This is an optimization exercise on Yosys and OpenROAD, whose aim is small area, a short achievable clock period and few clock cycles per item, not a production implementation. RTL that was checked went through simulation tests only; none was proved equivalent to the original.

// circle_mask_rect_generator_unit
module circle_mask_rect_generator_unit (
  input  logic         clk,
  input  logic         rst_n,
  input  logic         in_valid,
  output logic         in_ready,
  input  logic [7:0]   in_row,
  output logic         out_valid,
  input  logic         out_ready,
  output logic [8:0]   out_x_left,
  output logic [7:0]   out_y_top,
  output logic [8:0]   out_x_right,
  output logic [7:0]   out_y_bottom,
  output logic         out_last_of_batch,
  input  logic         cfg_valid,
  output logic         cfg_ready,
  input  logic [1:0]   cfg_index,
  input  logic [13:0]  cfg_data
);
Settings: LEC_CHECK=0, CAP_MARGIN=20, CORE_MARGIN=2, CORE_UTILIZATION=40, SETUP_SLACK_MARGIN=3.5, SLEW_MARGIN=20; clock period 8.0 ns.
run.sh (not shown) runs the stock make flow with config.mk's settings and CLKGATE_MAP_FILE= SYNTH_SCRIPT=/design/flow/synth_recipe.tcl, a recipe that flattens the netlist after the stock synthesis.
Edit:
--- a/flow/design.v
+++ b/flow/design.v
@@ -106,13 +106,12 @@
   logic               t_prep, t_hor;
   logic [3:0]         hcnt_r;
   logic [24:0]        hb_r;      
   logic               hbit_r;
   logic sel_clr, sel_clry, sel_prep, sel_hor, sel_move, sel_step, sel_conv;
   logic [3:0] o_rr;    
-  logic [7:0] bm1_r;   
   logic       run_open_r;
   logic [7:0] run_t_r, run_b_r;
   logic [8:0] run_l_r, run_r_r;
   logic       p_v, p_e1, p_e2, p_band, p_last;
   logic [7:0] p_a, p_b;
   logic [8:0] p_l, p_r;
@@ -279,41 +278,21 @@
       hor_n  = 1'b0;
     end
   end
   assign ty_n = sel_clr ? clr_t : sel_move ? ty1 : ty_r;
   assign q_n  = sel_clr  ? ($signed({2'b00, clr_t, 4'b0000}) + 14'sd16 - cy_r) :
                 sel_move ? (q_r + 14'sd16) : q_r;
-  logic is0_a, inb_a, last_a, band_a, same_a, nxt_a;
-  logic is0_c, inb_c, last_c, band_c2, same_c, nxt_c;
-  logic have_c;
-  function automatic logic [5:0] classify(input logic [7:0] y, input logic [7:0] top,
-      input logic [7:0] bot, input logic [7:0] bm1, input logic act, input logic closed, input logic mv,
-      input logic [7:0] t0, input logic [7:0] t1, input logic [7:0] t2);
-    logic z, ib, la, bd, sm, nx;
-    z  = (y == 8'd0);
-    ib = act && (y >= top) && (y < bot);
-    la = (y == bm1) && (bot != 8'd0);
-    bd = z && (closed || (act && ((top != 8'd0) || (bot != 8'd240))));
-    sm = mv ? (y == t1) : (y == t0);
-    nx = mv ? (y == t2) : (y == t1);
-    classify = {z, ib, la, bd, sm, nx};
-  endfunction
-  assign {is0_a, inb_a, last_a, band_a, same_a, nxt_a} =
-      classify(in_row, top_r, bot_r, bm1_r, act_r, closed_r, sel_move, ty_r, ty1, ty2);
-  assign {is0_c, inb_c, last_c, band_c2, same_c, nxt_c} =
-      classify(y_r, top_r, bot_r, bm1_r, act_r, closed_r, sel_move, ty_r, ty1, ty2);
-  assign have_c = have_r || (proc && f_inb && res_ok);
   assign r0v_n   = rst_n && (in_ready ? in_valid : r0_v);
-  assign have_n  = rst_n && !done && have_c;
+  assign have_n  = rst_n && !done && (have_r || (proc && f_inb && res_ok));
   assign stale_n = wr_d;
-  assign is0_n   = acc ? is0_a  : is0_c;
-  assign inb_n   = acc ? inb_a  : inb_c;
-  assign last_n  = acc ? last_a : last_c;
-  assign band_n  = acc ? band_a : band_c2;
-  assign same_n  = acc ? same_a : same_c;
-  assign nxt_n   = acc ? nxt_a  : nxt_c;
+  assign is0_n   = (yn == 8'd0);
+  assign inb_n   = act_r && (yn >= top_r) && (yn < bot_r);
+  assign last_n  = ({1'b0, yn} + 9'd1 == {1'b0, bot_r});
+  assign band_n  = is0_n && (closed_r || (act_r && ((top_r != 8'd0) || (bot_r != 8'd240))));
+  assign same_n  = sel_move ? (yn == ty1) : (yn == ty_r);
+  assign nxt_n   = sel_move ? (yn == ty2) : (yn == ty1);
   function automatic logic [6:0] decode(
       input logic prep, input logic hor, input logic need, input logic have,
       input logic tv, input logic same, input logic nxt, input logic cvb_i, input logic nc,
       input logic bg);
     logic clr, clry, mv, stp, cnv, rel;
     rel  = tv && (same || nxt);
@@ -339,30 +318,20 @@
       clr = bg;
     end else begin
       stp = !cvb_i;
     end
     decode = {clr, clry, prep, hor, mv, stp, cnv};
   endfunction
-  logic       nc_n, bg_n, need_a, need_c;
-  logic [6:0] da0, da1, db0, db1, dc0, dc1, dec_n;
+  logic       need_n, nc_n, bg_n;
+  logic [6:0] dec0, dec1, dec_n;
+  assign need_n = r0v_n && inb_n && !stale_n;
   assign nc_n   = !dm_n && !q_n[13];
   assign bg_n   = band_r && !cfg_wr && !wr_d;
-  assign need_a = inb_a && !stale_n;
-  assign need_c = r0_v && inb_c && !stale_n;
-  assign da0 = decode(prep_n, hor_n, need_a, 1'b0, tv_n, same_a, nxt_a, 1'b0, nc_n, bg_n);
-  assign da1 = decode(prep_n, hor_n, need_a, 1'b0, tv_n, same_a, nxt_a, 1'b1, nc_n, bg_n);
-  assign db0 = decode(prep_n, hor_n, 1'b0,   1'b0, tv_n, 1'b0,   1'b0,  1'b0, nc_n, bg_n);
-  assign db1 = decode(prep_n, hor_n, 1'b0,   1'b0, tv_n, 1'b0,   1'b0,  1'b1, nc_n, bg_n);
-  assign dc0 = decode(prep_n, hor_n, need_c, have_c, tv_n, same_c, nxt_c, 1'b0, nc_n, bg_n);
-  assign dc1 = decode(prep_n, hor_n, need_c, have_c, tv_n, same_c, nxt_c, 1'b1, nc_n, bg_n);
-  always_comb begin
-    if (!rst_n)             dec_n = '0;
-    else if (acc)           dec_n = (cvn_l && cvn_r) ? da1 : da0;
-    else if (in_ready)      dec_n = (cvn_l && cvn_r) ? db1 : db0;
-    else                    dec_n = (cvn_l && cvn_r) ? dc1 : dc0;
-  end
+  assign dec0   = decode(prep_n, hor_n, need_n, have_n, tv_n, same_n, nxt_n, 1'b0, nc_n, bg_n);
+  assign dec1   = decode(prep_n, hor_n, need_n, have_n, tv_n, same_n, nxt_n, 1'b1, nc_n, bg_n);
+  assign dec_n  = (cvn_l && cvn_r) ? dec1 : dec0;
   always_ff @(posedge clk) begin
     if (!rst_n) begin
       cx_r       <= 14'sd2048;
       cy_r       <= 14'sd1920;
       rad_r      <= 12'd2968;
       run_open_r <= 1'b0;
@@ -405,13 +374,12 @@
     t_hor   <= hor_n;
     ty_r    <= ty_n;
     q_r     <= q_n;
     dm_r    <= dm_n;
     top_r    <= top_c;
     o_rr     <= 4'(-cx_r[3:0]);
-    bm1_r    <= bot_c - 8'd1;
     bot_r    <= bot_c;
     act_r    <= act_c;
     closed_r <= closed_c;
     open_r   <= open_c;
     band_r   <= act_c && (top_c < bot_c);
     wr_d     <= cfg_wr;
Effect: Die area is lower by 4.9%; wire length falls by 5.2%; non-clock buffer count is higher by 14; cell count fell by 3.9%; synthesized area drops by 5.0%; register-to-register slack got worse by 50 ps; setup slack got worse by 76 ps; design area is lower by 3.0%.
Testbench counts after the change, summed over its fixed seeds: cycles 18,297, rows 11,528.
No functional check of the RTL was part of the first run of this note.

port drivers added, routing unchanged:
No port has a modelled driver above. Below, the same layouts with a new extraction and two added sets of constraints.
Step 1 (the two cells are an assumption about what drives the block):
set clk [get_ports {clk}]
set_driving_cell -lib_cell sky130_fd_sc_hd__clkbuf_16 $clk
set_driving_cell -lib_cell sky130_fd_sc_hd__buf_2 [delete_from_list [all_inputs] $clk]
Step 2 moves the port delays by t, midway between the first and last clock arrival at a register: inputs arrive t later, outputs are due t later. That takes back most of the time a late clock gives input paths.
Slacks: ideal / step 1 / step 2; pairs: ideal / step 1.
run | t (ns) | setup slack, ns | worst hold slack (ns) | worst setup path after step 2
the first run | 0.631 | 3.174 / 3.174 / 3.174 | 0.427 / 0.427 / 0.427 | register to register
the second run | 0.628 | 3.097 / 3.098 / 2.470 | 0.389 / 0.389 / 0.389 | input to register
After both steps setup and hold are still met in every run listed. The setup slack of the second run, which loses most, moves by +0.001 ns with the drivers and by -0.627 ns with both steps.
